What follows belongs to an exercise in optimizing a design on an open flow for small area, a short achievable clock period and few clock cycles; a production flow would make more cautious choices.
The RTL was checked by simulation tests, not by an equivalence proof against the original design.
Power and IR drop assume default switching activity.

Setup of job 1084:
==> flow/design.v (excerpt) <==
module cd_stat_accum
#(
   parameter int I_TILE = 64,
   parameter int H_TILE = 64,
   parameter int AW     = $clog2(I_TILE * H_TILE)
) (
   input  logic          clk,
   input  logic          rst,
   input  logic          clear,
   input  logic          v_valid,
   output logic          v_ready,
   input  logic [15:0]   v_data,
   input  logic          v_phase,
   input  logic          h_valid,
   output logic          h_ready,
   input  logic [15:0]   h_data,
   input  logic          h_last,
   output logic [AW-1:0] acc_rd_addr,
   output logic          acc_rd_bank,
   input  logic [31:0]   acc_rd_data,
   output logic [AW-1:0] acc_wr_addr,
   output logic [31:0]   acc_wr_data,
   output logic [1:0]    acc_wr_we,
   output logic          busy,
   output logic          done,
   output logic          sat_flag
);
   localparam logic [1:0] C_IDLE  = 2'd0;
   localparam logic [1:0] C_BATCH = 2'd1;
   localparam logic [1:0] C_CLEAR = 2'd2;
   logic [1:0]    cmd_q;
   logic [5:0]    c_q;         
   logic [5:0]    j_q;         
   logic [5:0]    vi_q;        
   logic          load_q;      
   logic          fused_q;     
   logic          row_q;       
   logic          ld_q;        
   logic          drain_q;     
   logic [7:0]    one_q, two_q, neg_q;    
   logic          hq_v, hq_last;
   logic          phase_q;
   logic [1023:0] ring;
   logic          vrdy_q, hrdy_q, busy_q, done_q, sat_q;
   logic          v1, v2, ph1, ph2, l1, l2, l3, clr2;
   logic [24:0]   s1, c1;
   logic          cin1;
   logic [24:0]   inc_q;
   logic [31:0]   rd_q;
   logic [31:0]   wd_q;
   logic [1:0]    we_q;
   logic [AW-1:0] wa_q;
   assign v_ready     = vrdy_q;
   assign h_ready     = hrdy_q;
   assign busy        = busy_q;
   assign done        = done_q;
   assign sat_flag    = sat_q;
   assign acc_rd_addr = {j_q, c_q};
   assign acc_rd_bank = phase_q;
   assign acc_wr_addr = wa_q;
   assign acc_wr_data = wd_q;
   assign acc_wr_we   = we_q;
   logic       v_acc, h_acc;
   logic       idle, batch, clr;
   logic       fuse_now, op0, rowdone, last_op, ends_load;
   logic [5:0] c_inc, j_inc, vi_inc;
   assign v_acc = v_valid & vrdy_q;
   assign h_acc = h_valid & hrdy_q;
  ...
Size: about 2,600 cells after synthesis, roughly 140 I/O pins, about 35,000 um^2 of cells after synthesis.
==> flow/config.mk <==
export PLATFORM = sky130hd
export DESIGN_NAME = cd_stat_accum
export DESIGN_NICKNAME = cd_stat_accum
export VERILOG_FILES = /design/flow/design.v
export SDC_FILE = /design/flow/constraint.sdc
export NUM_CORES = 4
export LEC_CHECK = 0
export CAP_MARGIN = 20
export CORE_MARGIN = 2
export CORE_UTILIZATION = 55
export CTS_BUF_LIST = sky130_fd_sc_hd__clkbuf_8 sky130_fd_sc_hd__clkbuf_16
export CTS_CLUSTER_DIAMETER = 100
export CTS_CLUSTER_SIZE = 30
export SLEW_MARGIN = 20
export SETUP_SLACK_MARGIN = 7
==> flow/constraint.sdc <==
create_clock -name core_clock -period 10.0 [get_ports {clk}]
set_input_delay 2.0000 -clock core_clock [delete_from_list [all_inputs] [get_ports {clk}]]
set_output_delay 2.0000 -clock core_clock [all_outputs]
set_load 0.01 [all_outputs]
standard.sh (not shown) runs the stock make flow with config.mk's settings and CLKGATE_MAP_FILE= SYNTH_SCRIPT=/design/flow/synth_recipe.tcl, a recipe that flattens the netlist after the stock synthesis.
==> flow/flow/run.sh <==
#!/bin/bash
# Standard layout, with the timing repair steps asked for extra setup slack.
set -e
cp standard.sh standard_sh.txt
cp config.mk config_orig.mk
echo "export SETUP_SLACK_MARGIN = 7" >> config.mk
bash standard.sh > standard.log 2>&1
Job 1084 completed; timing, DRC and antenna clean
Testbench counts of job 1084, summed over its fixed seeds: cycles 294,972.
Modified inputs, job 1507 compared to job 1084
-- flow/flow/run.sh --
<<< job 1084, line 6
echo "export SETUP_SLACK_MARGIN = 7" >> config.mk
>>> job 1507, line 6
echo "export SETUP_SLACK_MARGIN = 6.85" >> config.mk
-- flow/config.mk --
<<< job 1084, line 10
export CORE_UTILIZATION = 55
>>> job 1507, line 10
export CORE_UTILIZATION = 40
<<< job 1084, line 15
export SETUP_SLACK_MARGIN = 7
>>> job 1507, line 15
export SETUP_SLACK_MARGIN = 6.85
## What came out
- Re met2 layer wire length in the routed design: job 1507 and job 1084 aren't equal, and the higher value belongs to job 1084.
- Compared with job 1084, job 1507 shows a measured slew at the worst slew-check pin that is 0.081 ns higher.
- Against job 1084, job 1507 comes in 5.1 points lower on total routing usage reported by global routing.
- NOTE non-clock buffer count job 1084->job 1507 decreased by more than 10%
- Compared with job 1084, in job 1507 post-layout minimum cycle time -0.037 ns, final weighted congestion of routability-driven global placement dropped 0.071, sum of routed wire segments on met1 went down, via density per instance saw a decrease, post-route cell area went down by about 0.9%.
- Job 1507 vs job 1084: routing usage on met1 down
Modified inputs, job 853 compared to job 1507
-- flow/flow/run.sh --
<<< job 1507, line 6
echo "export SETUP_SLACK_MARGIN = 6.85" >> config.mk
>>> job 853, line 6
echo "export SETUP_SLACK_MARGIN = 6.7" >> config.mk
-- flow/config.mk --
<<< job 1507, line 15
export SETUP_SLACK_MARGIN = 6.85
>>> job 853, line 15
export SETUP_SLACK_MARGIN = 6.7
## What came out
On job 853: final cell count without fillers is about 0.7% lower than what job 1507 gave.
Comparing job 853 and job 1507, the higher number of global-route vias before repair was measured on job 1507.
Going from job 1507 to job 853, first-pass GRT wire length shrank slightly.
For the final antenna diode count, job 853 came in 1 lower than job 1507 did.
Share of total power in combinational logic: job 853 vs job 1507, no meaningful difference
Sequential share of layout area (lower): job 1507
The following lists how job 8907 was set up differently from job 853:
-- flow/flow/run.sh --
<<< job 853, line 6
echo "export SETUP_SLACK_MARGIN = 6.7" >> config.mk
>>> job 8907, line 6
echo "export SETUP_SLACK_MARGIN = 7" >> config.mk
-- flow/config.mk --
<<< job 853, line 15
export SETUP_SLACK_MARGIN = 6.7
>>> job 8907, line 15
export SETUP_SLACK_MARGIN = 7
--- outcome ---
- Job 8907 can be clocked faster than job 853.
- As far as sequential cell count goes, job 853 and job 8907 are indistinguishable; the numbers are identical.
- Sort job 853 and job 8907 by via count, ascending, and job 853 comes first.
- Job 8907 gives less period utilization than job 853 did.
Inputs modified between job 8907 and job 3972:
==> flow/flow/run.sh <==
#!/bin/bash
# Standard layout, with the timing repair steps asked for extra setup slack
# and plain buffers on the ports.
set -e
cp config.mk config_orig.mk
echo "export SETUP_SLACK_MARGIN = 7" >> config.mk
echo "export BUFFER_PORTS_ARGS = -buffer_cell sky130_fd_sc_hd__buf_2" >> config.mk
bash standard.sh > standard.log 2>&1
-- flow/config.mk --
<<< job 8907, line 16
>>> job 3972, line 16
export BUFFER_PORTS_ARGS = -buffer_cell sky130_fd_sc_hd__buf_2
Status: estimated wirelength of the detail-placed design parity (job 3972, job 8907). Area of all placed cells without fillers (higher): job 8907. Compared with job 8907, job 3972 shows a shortest clock period the worst path allows after layout that is 0.019 ns higher. Job 8907 and job 3972 ended up with roughly the same later-pin clock latency in the skew report. Comparing worst setup slack for job 8907 and job 3972, the bigger number came from job 8907. In terms of power per standard cell area, job 8907 and job 3972 differ only marginally. Delta (job 3972 minus job 8907): power fell 0.42%; area after synthesis about even; sum of met2 wire segment lengths after detailed routing fell 150 um.

cd_stat_accum, a different RTL version from the one above (not shown whole).
For scale: roughly 2500 cells after synthesis, about 1200 flip-flops, about 34000 sq um of cells after synthesis.
export LEC_CHECK = 0
export CAP_MARGIN = 5
export CORE_MARGIN = 2
export CORE_UTILIZATION = 40
export CTS_BUF_LIST = sky130_fd_sc_hd__clkbuf_8 sky130_fd_sc_hd__clkbuf_16
export CTS_CLUSTER_DIAMETER = 100
export CTS_CLUSTER_SIZE = 30
export SLEW_MARGIN = 5
export SETUP_SLACK_MARGIN = 6.92
create_clock -name core_clock -period 10.0 [get_ports {clk}]
==> flow/flow/run.sh <==
#!/bin/bash
# Standard layout, with the timing repair steps asked for extra setup slack.
set -e
cp standard.sh standard_sh.txt
cp config.mk config_orig.mk
echo "export SETUP_SLACK_MARGIN = 6.92" >> config.mk
bash standard.sh > standard.log 2>&1
Testbench counts at the start, summed over its fixed seeds: cycles 294,972.
Rerun with:
==> flow/flow/run.sh (replaced) <==
#!/bin/bash
# Standard layout, with the timing repair steps asked for extra setup slack.
set -e
cp standard.sh standard_sh.txt
cp config.mk config_orig.mk
echo "export SETUP_SLACK_MARGIN = 7.0" >> config.mk
bash standard.sh > standard.log 2>&1
Settings changed: CAP_MARGIN 5 to 20, SETUP_SLACK_MARGIN 6.92 to 7.0, SLEW_MARGIN 5 to 20.
Effect: Cell count rises by 0.78%; flip-flop and latch count is unchanged; total power hardly moves; worst setup slack gets worse by 54 ps.

Another version of the RTL of cd_stat_accum (not shown whole).
For scale: about 2500 cells after synthesis, about 1200 flip-flops, about 140 I/O pins.
Settings: LEC_CHECK=0, CAP_MARGIN=20, CORE_MARGIN=2, CORE_UTILIZATION=40, CTS_BUF_LIST=sky130_fd_sc_hd__clkbuf_8 sky130_fd_sc_hd__clkbuf_16, CTS_CLUSTER_DIAMETER=100, CTS_CLUSTER_SIZE=30, SETUP_SLACK_MARGIN=5, SLEW_MARGIN=20; clock period 10.0 ns.
run.sh (not shown) runs the stock make flow with config.mk's settings and CLKGATE_MAP_FILE= SYNTH_SCRIPT=/design/flow/synth_recipe.tcl, a recipe that flattens the netlist after the stock synthesis.
Stock flow here: none of the scripts above is used.
The starting point went through all stages and came out clean.
Testbench counts at the start, summed over its fixed seeds: cycles 294,972.
Change:
==> flow/flow/run.sh (new file) <==
#!/bin/bash
# Standard layout, with the timing repair steps asked for extra setup slack.
set -e
cp standard.sh standard_sh.txt
cp config.mk config_orig.mk
echo "export SETUP_SLACK_MARGIN = 6.85" >> config.mk
bash standard.sh > standard.log 2>&1
==> flow/standard.sh (new file) <==
#!/bin/bash
# synth_recipe.tcl (not shown) runs the flow's synth.tcl, then flattens the netlist and writes it again
# the make line also repeats each setting of config.mk as NAME=value (left out here)
make -C /OpenROAD-flow-scripts/flow DESIGN_CONFIG=/design/flow/config.mk WORK_HOME=/design/flow/orfs CLKGATE_MAP_FILE= SYNTH_SCRIPT=/design/flow/synth_recipe.tcl "${@:-finish}"
SETUP_SLACK_MARGIN = 6.85   (was 5)
removed: flow/run.sh
The new run ran to the end with no violations.
Core utilization goes up by 1.4 points.
Setup slack improved by 0.69 ns.
Wire length came out higher by 3.6%.
Clock-buffer cell count went up by 1.
Sequential cell count does not change.
Clock power is about the same.
Non-clock buffer count went up by 115.
Power rises by 0.69%.

==> re-timing with driven ports <==
The results above use ideal ports. As a check the final layouts listed here were re-extracted and re-timed, cells and wires unchanged.
Step 1 assumes that a clkbuf_16 drives the clock port and a buf_2 every other input.
Step 2 moves the port delays by t, midway between the first and last clock arrival at a register: inputs arrive t later, outputs are due t later. That takes back most of the time a late clock gives input paths.
Slacks: no drivers / after step 1 / after step 2; pairs: no drivers / after step 1.
| run | t (ns) | slack for setup (ns) | worst hold slack (ns) | worst setup path at the end | clock arrival spread, ns |
|---|---|---|---|---|---|
| job 1084 | 0.688 | 6.829 / 6.765 / 6.288 | 0.323 / 0.323 / 0.323 | input to register | 0.039 / 0.040 |
| job 1507 | 0.696 | 6.865 / 6.802 / 6.318 | 0.324 / 0.324 / 0.324 | input to register | 0.022 / 0.021 |
| job 853 | 0.681 | 6.756 / 6.692 / 6.199 | 0.316 / 0.316 / 0.316 | input to register | 0.027 / 0.027 |
| job 8907 | 0.683 | 6.880 / 6.826 / 6.332 | 0.321 / 0.321 / 0.321 | input to register | 0.027 / 0.027 |
| job 3972 | 0.688 | 6.860 / 6.826 / 6.593 | 0.314 / 0.314 / 0.314 | input to register | 0.035 / 0.035 |
| the first run of note 2 | 0.680 | 6.889 / 6.827 / 6.294 | 0.318 / 0.318 / 0.318 | input to register | 0.035 / 0.035 |
| the second run of note 2 | 0.682 | 6.835 / 6.828 / 6.362 | 0.317 / 0.317 / 0.317 | input to register | 0.025 / 0.025 |
| the first run of note 3 | 0.683 | 6.186 / 6.156 / 5.825 | 0.322 / 0.322 / 0.322 | input to register | 0.029 / 0.029 |
| the second run of note 3 | 0.684 | 6.880 / 6.813 / 6.340 | 0.306 / 0.306 / 0.306 | input to register | 0.035 / 0.035 |
After both steps setup and hold are still met in every run listed. For the first run of note 2, which loses most, drivers alone change the setup slack by -0.062 ns; drivers and shift together by -0.595 ns.
